This is an optimization exercise on Yosys and OpenROAD, whose aim is small area and a short achievable clock period, not a production implementation.
In this exercise RTL edits were held to simulation tests only and were not proved equivalent to the original.
Power is estimated from default activity; no workload was simulated.

==> flow/constraint.sdc <==
create_clock -name core_clock -period 16.0 [get_ports {clk}]
set_input_delay 3.2000 -clock core_clock [delete_from_list [all_inputs] [get_ports {clk}]]
set_output_delay 3.2000 -clock core_clock [all_outputs]
set_load 0.01 [all_outputs]
==> flow/standard.sh <==
#!/bin/bash
# synth_recipe.tcl (not shown) runs the flow's synth.tcl, then flattens the netlist and writes it again
# the make line also repeats each setting of config.mk as NAME=value (left out here)
make -C /OpenROAD-flow-scripts/flow DESIGN_CONFIG=/design/flow/config.mk WORK_HOME=/design/flow/orfs CLKGATE_MAP_FILE= SYNTH_SCRIPT=/design/flow/synth_recipe.tcl "${@:-finish}"
==> flow/config.mk <==
export PLATFORM = sky130hd
export DESIGN_NAME = cpu_top
export DESIGN_NICKNAME = cpu_top
export VERILOG_FILES = /design/flow/design.v
export SDC_FILE = /design/flow/constraint.sdc
export NUM_CORES = 4
export LEC_CHECK = 0
export CAP_MARGIN = 20
export CELL_PAD_IN_SITES_DETAIL_PLACEMENT = 1
export CELL_PAD_IN_SITES_GLOBAL_PLACEMENT = 2
export CORE_MARGIN = 2
export CORE_UTILIZATION = 30
export CTS_BUF_LIST = sky130_fd_sc_hd__clkbuf_4 sky130_fd_sc_hd__clkbuf_8
export PLACE_DENSITY = 0.42
export SETUP_SLACK_MARGIN = 5
export SLEW_MARGIN = 20
export SYNTH_HIERARCHICAL = 1
export SYNTH_MINIMUM_KEEP_SIZE = 0
export TNS_END_PERCENT = 5
==> flow/flow/run.sh <==
#!/bin/bash
# The standard layout (standard.sh, unchanged synthesis) with two changes:
#  - port buffers are inserted as the smallest buffer cell; the resizer still
#    upsizes the ones on critical paths;
#  - clock tree synthesis clusters up to 16 sinks within 110 um under each
#    clkbuf_16 and inserts no dummy loads.
# Every tool's full output goes to the ORFS logs under orfs/logs; make's own
# output goes to run_standard.log here.
set -euo pipefail
export BUFFER_PORTS_ARGS="-buffer_cell sky130_fd_sc_hd__buf_1"
export CTS_ARGS="-sink_clustering_enable -repair_clock_nets -buf_list {sky130_fd_sc_hd__clkbuf_16} -dont_use_dummy_load -sink_clustering_size 16 -sink_clustering_max_diameter 110"
bash standard.sh finish > run_standard.log 2>&1
==> flow/design.v <==
`timescale 1ns/100ps
module rf_aoi222 (
    input  logic a0, b0, a1, b1, a2, b2,
    output logic y
);
    assign y = ~((a0 & b0) | (a1 & b1) | (a2 & b2));
endmodule
module rf_aoi22 (
    input  logic a0, b0, a1, b1,
    output logic y
);
    assign y = ~((a0 & b0) | (a1 & b1));
endmodule
module rf_nand4 (
    input  logic a, b, c, d,
    output logic y
);
    assign y = ~(a & b & c & d);
endmodule
module rf_nand3 (
    input  logic a, b, c,
    output logic y
);
    assign y = ~(a & b & c);
endmodule
module rf_rdmux (
    input  logic [31:0]       sel,
    input  logic [31:0][63:0] d,
    output logic [63:0]       q
);
    for (genvar j = 0; j < 64; j++) begin : g_bit
        logic [10:0] y;
        logic [2:0]  z;
        for (genvar k = 0; k < 10; k++) begin : g_aoi
            rf_aoi222 u (.a0(sel[3*k]),   .b0(d[3*k][j]),
                         .a1(sel[3*k+1]), .b1(d[3*k+1][j]),
                         .a2(sel[3*k+2]), .b2(d[3*k+2][j]), .y(y[k]));
        end
        rf_aoi22 u_last (.a0(sel[30]), .b0(d[30][j]), .a1(sel[31]), .b1(d[31][j]), .y(y[10]));
        rf_nand4 u_n0 (.a(y[0]), .b(y[1]), .c(y[2]),  .d(y[3]), .y(z[0]));
        rf_nand4 u_n1 (.a(y[4]), .b(y[5]), .c(y[6]),  .d(y[7]), .y(z[1]));
        rf_nand3 u_n2 (.a(y[8]), .b(y[9]), .c(y[10]),           .y(z[2]));
        assign q[j] = z[0] | z[1] | z[2];
    end
endmodule
`timescale 1ns/100ps
module cpu_top (
    input  logic        clk,
    input  logic        rst_n,
    output logic [63:0] imem_addr,
    input  logic [31:0] imem_data,
    output logic [63:0] dmem_addr,
    output logic [63:0] dmem_wdata,
    output logic        dmem_we,
    output logic        dmem_re,
    input  logic [63:0] dmem_rdata,
    output logic        wb_en,
    output logic [4:0]  wb_addr,
    output logic [63:0] wb_data
);
    logic [31:0] ins;
    assign ins = imem_data;
    logic [63:0] wr_data;    
    logic [63:2] pc;
    logic [63:0] br_off;
    assign br_off = (ins[31] | ins[30]) ? {{43{ins[23]}}, ins[23:5], 2'b00}
                                        : {{36{ins[25]}}, ins[25:0], 2'b00};
    logic op_addi, op_adds, op_subs, op_and, op_eor, op_lsr, op_ldur, op_stur;
    logic op_b, op_cbz, op_blt;
    assign op_addi = ins[31:22] == 10'b1001000100;
    assign op_adds = ins[31:21] == 11'b10101011000;
    assign op_subs = ins[31:21] == 11'b11101011000;
    assign op_and  = ins[31:21] == 11'b10001010000;
    assign op_eor  = ins[31:21] == 11'b11001010000;
    assign op_lsr  = ins[31:21] == 11'b11010011010;
    assign op_ldur = ins[31:21] == 11'b11111000010;
    assign op_stur = ins[31:21] == 11'b11111000000;
    assign op_b    = ins[31:26] == 6'b000101;
    assign op_cbz  = ins[31:24] == 8'b10110100;
    assign op_blt  = ins[31:24] == 8'b01010100;
    logic [30:0][63:0] regs;
    logic [30:0]       valid;
    logic [30:0]       we;
    for (genvar i = 0; i < 31; i++) begin : g_we
        assign we[i] = wb_en & (ins[4:0] == 5'(i));
    end
    always_ff @(posedge clk or negedge rst_n) begin
        if (!rst_n) valid <= '0;
        else        valid <= valid | we;
    end
    for (genvar i = 0; i < 31; i++) begin : g_reg
        always_ff @(posedge clk) begin
            if (we[i]) regs[i] <= wr_data;
        end
    end
    logic [4:0]  ra1, ra2;
    logic [30:0] s1, s2;
    logic [63:0] rd1, rd2;
    assign ra1 = ins[9:5];
    assign ra2 = ins[28] ? ins[4:0] : ins[20:16];
    logic is_br;
    assign is_br = ins[26];
    always_comb begin
        for (int i = 0; i < 31; i++) begin
            s1[i] = valid[i] & ~is_br & (ra1 == 5'(i));
            s2[i] = valid[i] & (ra2 == 5'(i));
        end
    end
    rf_rdmux u_rd1 (.sel({is_br, s1}), .d({{pc, 2'b00}, regs}), .q(rd1));
    rf_rdmux u_rd2 (.sel({1'b0, s2}),  .d({64'd0, regs}),       .q(rd2));
    logic        use_rm, sub;
    logic [63:0] imm, kx, b_eff, sum;
    assign use_rm = ins[27] & ins[25];
    assign sub    = use_rm & ins[30];
    assign imm    = ins[30] ? {{55{ins[20]}}, ins[20:12]} : {52'd0, ins[21:10]};
    assign kx     = is_br  ? br_off :
                    use_rm ? {64{sub}} : imm;
    assign b_eff  = ({64{use_rm}} & rd2) ^ kx;
    logic [64:0] sum_x;
    assign sum_x  = {rd1, 1'b1} + {b_eff, sub};
    assign sum    = sum_x[64:1];
    logic neg, ovf;
    assign neg = sum[63];
    assign ovf = (rd1[63] == b_eff[63]) && (sum[63] != rd1[63]);
    logic [63:0] shr;
    assign shr = rd1 >> ins[15:10];
    logic        sel_sum;
    logic [63:0] other;
    logic        sel_ld, sel_lsr, sel_log, sel_and, sel_eor;
    assign sel_ld  = ins[29] & ins[28];
    assign sel_lsr = ins[22] & ~ins[29];
    assign sel_log = ins[27] & ins[25] & ~ins[24];
    assign sel_and = sel_log & ~ins[30];
    assign sel_eor = sel_log & ins[30];
    assign sel_sum = ~(sel_ld | sel_lsr | sel_log);
    assign other = ({64{sel_ld}}  & dmem_rdata)
                 | ({64{sel_and}} & (rd1 & rd2))
                 | ({64{sel_eor}} & (rd1 ^ rd2))
                 | ({64{sel_lsr}} & shr);
    assign wb_data = other | ({64{sel_sum}} & sum);
    logic        add_wr;
    assign add_wr  = op_addi | op_adds | op_subs;
    assign wr_data = ({64{op_ldur}} & dmem_rdata)
                   | ({64{op_and}}  & (rd1 & rd2))
                   | ({64{op_eor}}  & (rd1 ^ rd2))
                   | ({64{op_lsr}}  & shr)
                   | ({64{add_wr}}  & sum);
    assign wb_en   = op_addi | op_adds | op_subs | op_and | op_eor | op_lsr | op_ldur;
    assign wb_addr = ins[4:0];
    assign dmem_addr  = sum;
    assign dmem_wdata = rd2;
    assign dmem_we    = op_stur;
    assign dmem_re    = op_ldur;
    logic        flag_n, flag_v;
    logic [63:2] pc_inc, pc_next;
    logic        take;
    assign pc_inc = pc + 62'd1;
    assign take   = op_b | (op_cbz & (rd2 == '0)) | (op_blt & (flag_n ^ flag_v));
    assign pc_next = take ? sum[63:2] : pc_inc;
    always_ff @(posedge clk or negedge rst_n) begin
        if (!rst_n) begin
            pc     <= '0;
            flag_n <= 1'b0;
            flag_v <= 1'b0;
        end else begin
            pc <= pc_next;
            if (op_adds | op_subs) begin
                flag_n <= neg;
                flag_v <= ovf;
            end
        end
    end
    assign imem_addr = {pc, 2'b00};
endmodule
==> summary.md <==
| Metric | Value |
|---|---|
| GPL Wtd Cong | 0.9711 |
| Hold slack | 0.5178 ns |
| Total Nets Final | 8119 |
| Max-cap viol count | 0 |
| Clk root buf | clkbuf_16 |
| Final setup vio count | 0 |
| Initial antenna violation count | 145 |
| Most used cell, CP | nand2_1 |
| FMAX | 0.07866 GHz |
| Post-Place Cells | 11379 |
| DPL Wire Length | 425300 µm |
| Startpoint types | input port |
| Reg clk slew, reported paths | 0.08 ns |
| Max Root-Sink Buffers | 4 |
| Finished Layout Cells | 12166 |
| Crit end category | output pin |
| CTS H-tree depth | 4 |
| Yosys cell types | 82 |
| Largest net degree at the start of global routing | 68 |
| CP cell instances | buf_2, nand2_1, nor2_4, and3_4, buf_12, buf_4, buf_4, a222oi_1, nand3_1, or3_1, mux2i_1, mux2i_1, mux2i_4, nand2_1, o21ai_1, mux2_2, nand2_1, o21ai_0, o221ai_1, buf_1 |
| Min-Delay Startpoint | flag_n$_DFFE_PN0P_ |
| Critical R2R Launch | valid[10]$_DFF_PN0_ |
| Status | finished with violations |
| Initial core utilization | 30.17% |
| First-pass GRT wire length | 898900 µm |
| Area leader, netlist | edfxtp_1 |
| Residual DRC | 0 |
| RSZ-0062 raised after global routing | true |
| Top-Level Pins | 362 |
| Crit Path Max Fanout | 12 |
| Headroom to the max-slew limit | 12.25% |
| Register area share after synthesis | 64.58% |
| Share of the synthesized area in the top cell type | 62.10% |
| Synthesis-to-layout area growth | 24.91% |
| FP Rows | 207 |
| Vias in the first global route | 83011 |
| CORE AREA | 318100 µm² |
| Drt first pass iters | 13 |
| Die ar. | 324300 µm² |
| Post-Syn Area per Cell | 14.77 µm² |
| Cell Pwr Density | 107.8 nW/µm² |
| FF+latch count, synth | 2079 |
| Period utilisation layout | 79.45% |
| Post-synth EDFFs | 1984 |
| Skew final | 0.1312 ns |
| CP Data Arrival Time | 9.51 ns |
| Remaining Overflow, GRT | 0 |
| Required @ worst endpoint | 12.80 ns |
| Crit-path slowest cell | o221ai_1 |
| TritonCTS clock tree | yes |
| Yosys warns | 7 |
| Mapped Area | 95940 µm² |
| Ys flop type | edfxtp_1 |
| Setup Total Neg Slack | 0 ns |
| GRT Overall Usage | 42.71% |
| Die X | 569.5 µm |
| Slew Limit Fails | 0 |
| Top post-synthesis cells by area | edfxtp_1 62%, a222oi_1 14%, dfrtp_1 2.5% |
| Pleak | 42.56 nW |
| HP Class | register to register |
| Vias per inst | 7.441 |
| DRT iter0 DRCs | 23127 |
| Clk sinks | 2079 |
| Inserted Clock Buffers | 156 |
| IO Port Bufs | 359 |
| SO Faults | antenna rules |
| Chip height | 569.5 µm |
| Fraction of synthesis flops using an asynchronous set or reset pin | 4.570% |
| Hold Buf Count CTS | 0 |
| Fillers | 32534 |
| Wire length per cell | 59.16 µm |
| Minimum clock period | 12.71 ns |
| Total number of vias | 90530 |
| Endpoints failing hold | 0 |
| Worst IR Drop VDD | 0.06822 mV |
| Post-Synthesis Cells | 6497 |
| Crit. Startpoint | imem_data[7] |
| Clk latency of the worst-skew pair | 0.92 ns |
| Routed WL | 719700 µm |
| Layout cells sized above 1 | 24.70% |
| WS Path Type | input port to output pin |
| Max stage delay on crit path | 0.84 ns |
| Transition time of the tightest slew-check pin | 1.316 ns |
| Final ANT Viol Nets | 1 |
Yosys stat by module, one instance, submodules excluded:
module     flip-flops and latches  times used  cells
rf_aoi222                       0        1280      1
rf_aoi22                        0         128      1
cpu_top                      2079           1   4577
rf_nand4                        0         256      1
rf_rdmux                        0           2     64
rf_nand3                        0         128      1
timing repair:
| action | CTS | global route |
|---|---|---|
| setup buffers | 401 | 73 |
| pin swaps | 263 | 115 |
| gates resized for setup | 561 | 106 |
| cloned | 61 | 0 |
| setup endpoints to repair | 161 | 125 |
report_power, final:
| group | internal, mW | switching (mW) | leakage (nW) |
|---|---|---|---|
| clock network | 1.73 | 2.02 | 1.92 |
| logic | 0.924 | 2.07 | 17.6 |
| registers | 5.92 | 0.254 | 23.0 |
cells in the final DEF (no fill, tap or decap), drive strengths merged, types with 8 or more instances in the layout:
cell type  synthesis  routed
nor3              37      37
nor4              21      21
inv               82      79
o22ai              9       9
or2               36      36
and2              10      11
nand4            293     293
mux4              54      54
xor2              98      98
xnor2             85      85
o21bai            13      13
o21ai            204     204
nor2             206     206
nor2b             19      19
clkbuf           146     166
and3              75     122
a31oi             26      26
edfxtp          1984    1984
o211ai            16      16
a211oi            10      10
mux2i            101     101
a22oi            134     134
mux2              60      60
a221oi            32      32
buf               52    1235
ha               128     128
a21o              30      30
o221ai            60      60
nand2            443     443
o31ai             10      10
o21a               8       8
a21oi            167     167
dfrtp             95      95
nand2b            22      22
a222oi          1359    1359
bufbuf             0      10
conb               1     132
nand3            180     180
diode              0      96
or3              136     136
worst paths after layout:
| path | slack [ns] | cells past startpoint | endpoint |
|---|---|---|---|
| hold reg to reg | 0.52 | 2 | flag_n$_DFFE_PN0P_ |
| setup reg to reg | 8.22 | 19 | pc[40]$_DFF_PN0_ |
| min in group asynchronous | 2.39 | 1 | valid[12]$_DFF_PN0_ |
| setup / recovery | 3.29 | 20 | wb_data[3] |
| hold / removal | 0.52 | 2 | flag_n$_DFFE_PN0P_ |
| max in group asynchronous | 12.05 | 2 | pc[21]$_DFF_PN0_ |
kinds of logic (layout without fill, tap and decap cells):
family                   count (synthesis)  after routing  share of synthesized area [%]
AND/OR/NAND/NOR                       1499           1547                          7.859
flip-flops                            2079           2079                          64.58
buffers and inverters                  280           1494                          1.158
XOR/XNOR                               183            183                          1.686
other                                    1            228                       0.003909
adder cells (fa/ha/maj)                129            129                          1.690
AO/OA/AOI/OAI                         2111           2111                          20.00
multiplexers                           215            215                          3.026
cell usage after synthesis (all sizes together) (8+ instances only):
| master | instances |
|---|---|
| o22ai | 9 |
| a21oi | 167 |
| mux2 | 60 |
| o221ai | 60 |
| a21o | 30 |
| inv | 82 |
| mux2i | 101 |
| and2 | 10 |
| dfrtp | 95 |
| a221oi | 32 |
| buf | 52 |
| nand3 | 180 |
| clkbuf | 146 |
| ha | 128 |
| or2 | 36 |
| and3 | 75 |
| nand2 | 443 |
| nor2 | 206 |
| xor2 | 98 |
| o21ai | 204 |
| nand2b | 22 |
| a31oi | 26 |
| edfxtp | 1984 |
| o21bai | 13 |
| or3 | 136 |
| nor4 | 21 |
| mux4 | 54 |
| o21a | 8 |
| a22oi | 134 |
| nor2b | 19 |
| nor3 | 37 |
| a222oi | 1359 |
| o211ai | 16 |
| o31ai | 10 |
| xnor2 | 85 |
| a211oi | 10 |
| nand4 | 293 |
flip-flops by register name, indices dropped and copies added (netlist names):
name    count
valid      31
regs     1984
flag_n      1
flag_v      1
pc         62
stage by stage:
step,power (mW),util (%),area (µm²),setup slack (ns)
2_1_floorplan,7.174,-,96740,5.001
3_3_place_gp,8.726,33.61,106900,1.204
3_5_place_dp,8.731,33.67,107100,1.169
4_1_cts,12.73,37.24,118400,3.750
5_1_grt,13.10,37.62,119700,3.596
6_report,12.91,37.68,119800,3.287
worst max-delay path: cells and delay by family:
| family | cells | cell delay (ns) |
|---|---|---|
| AO/OA/AOI/OAI | 4 | 1.47 |
| buffers and inverters | 5 | 1.29 |
| multiplexers | 4 | 1.21 |
| AND/OR/NAND/NOR | 7 | 2.25 |
per-layer routing:
metal | up-vias | share of wire, % | global-route usage (%)
met2 | 8004 | 42 | 61.77
met1 | 48456 | 38 | 54.78
li1 | 32425 | - | -
met4 | 48 | 7.0 | 26.52
met5 | - | 0.042 | 0.1934
met3 | 1597 | 13 | 14.31
layout make-up:
type | count | area (µm²) | area share (%)
Inverter | 82 | 321.6 | 0.2683
Multi-Input combinational cell | 4317 | 37370 | 31.19
Tap cell | 4180 | 5230 | 4.364
Sequential cell | 2079 | 61960 | 51.70
Clock buffer | 156 | 3904 | 3.258
Timing Repair Buffer | 1256 | 10810 | 9.023
Antenna cell | 96 | 240.2 | 0.2005

==> static timing again, ports no longer ideal <==
How much do the figures lean on ideal ports? The routed layout below was timed once more, with nothing changed but the port constraints. Step 1 (the two cells are an assumption about what drives the block):
set clk [get_ports {clk}]
set_driving_cell -lib_cell sky130_fd_sc_hd__clkbuf_16 $clk
set_driving_cell -lib_cell sky130_fd_sc_hd__buf_2 [delete_from_list [all_inputs] $clk]
Step 2 times the ports against the registers' clock, not the clock port: input delays grow and output delays shrink by t, the midpoint of the rising clock arrivals with the driver on. Three values: ideal, step 1, step 2; two values: the first two.
t, ns: 0.966
setup WS [ns]: 3.287 / 3.203 / 3.203
worst setup path after step 2: input to output
latest minus earliest clock arrival (ns): 0.131 / 0.131
For this run, drivers alone change the setup slack by -0.084 ns; drivers and shift together by -0.084 ns.
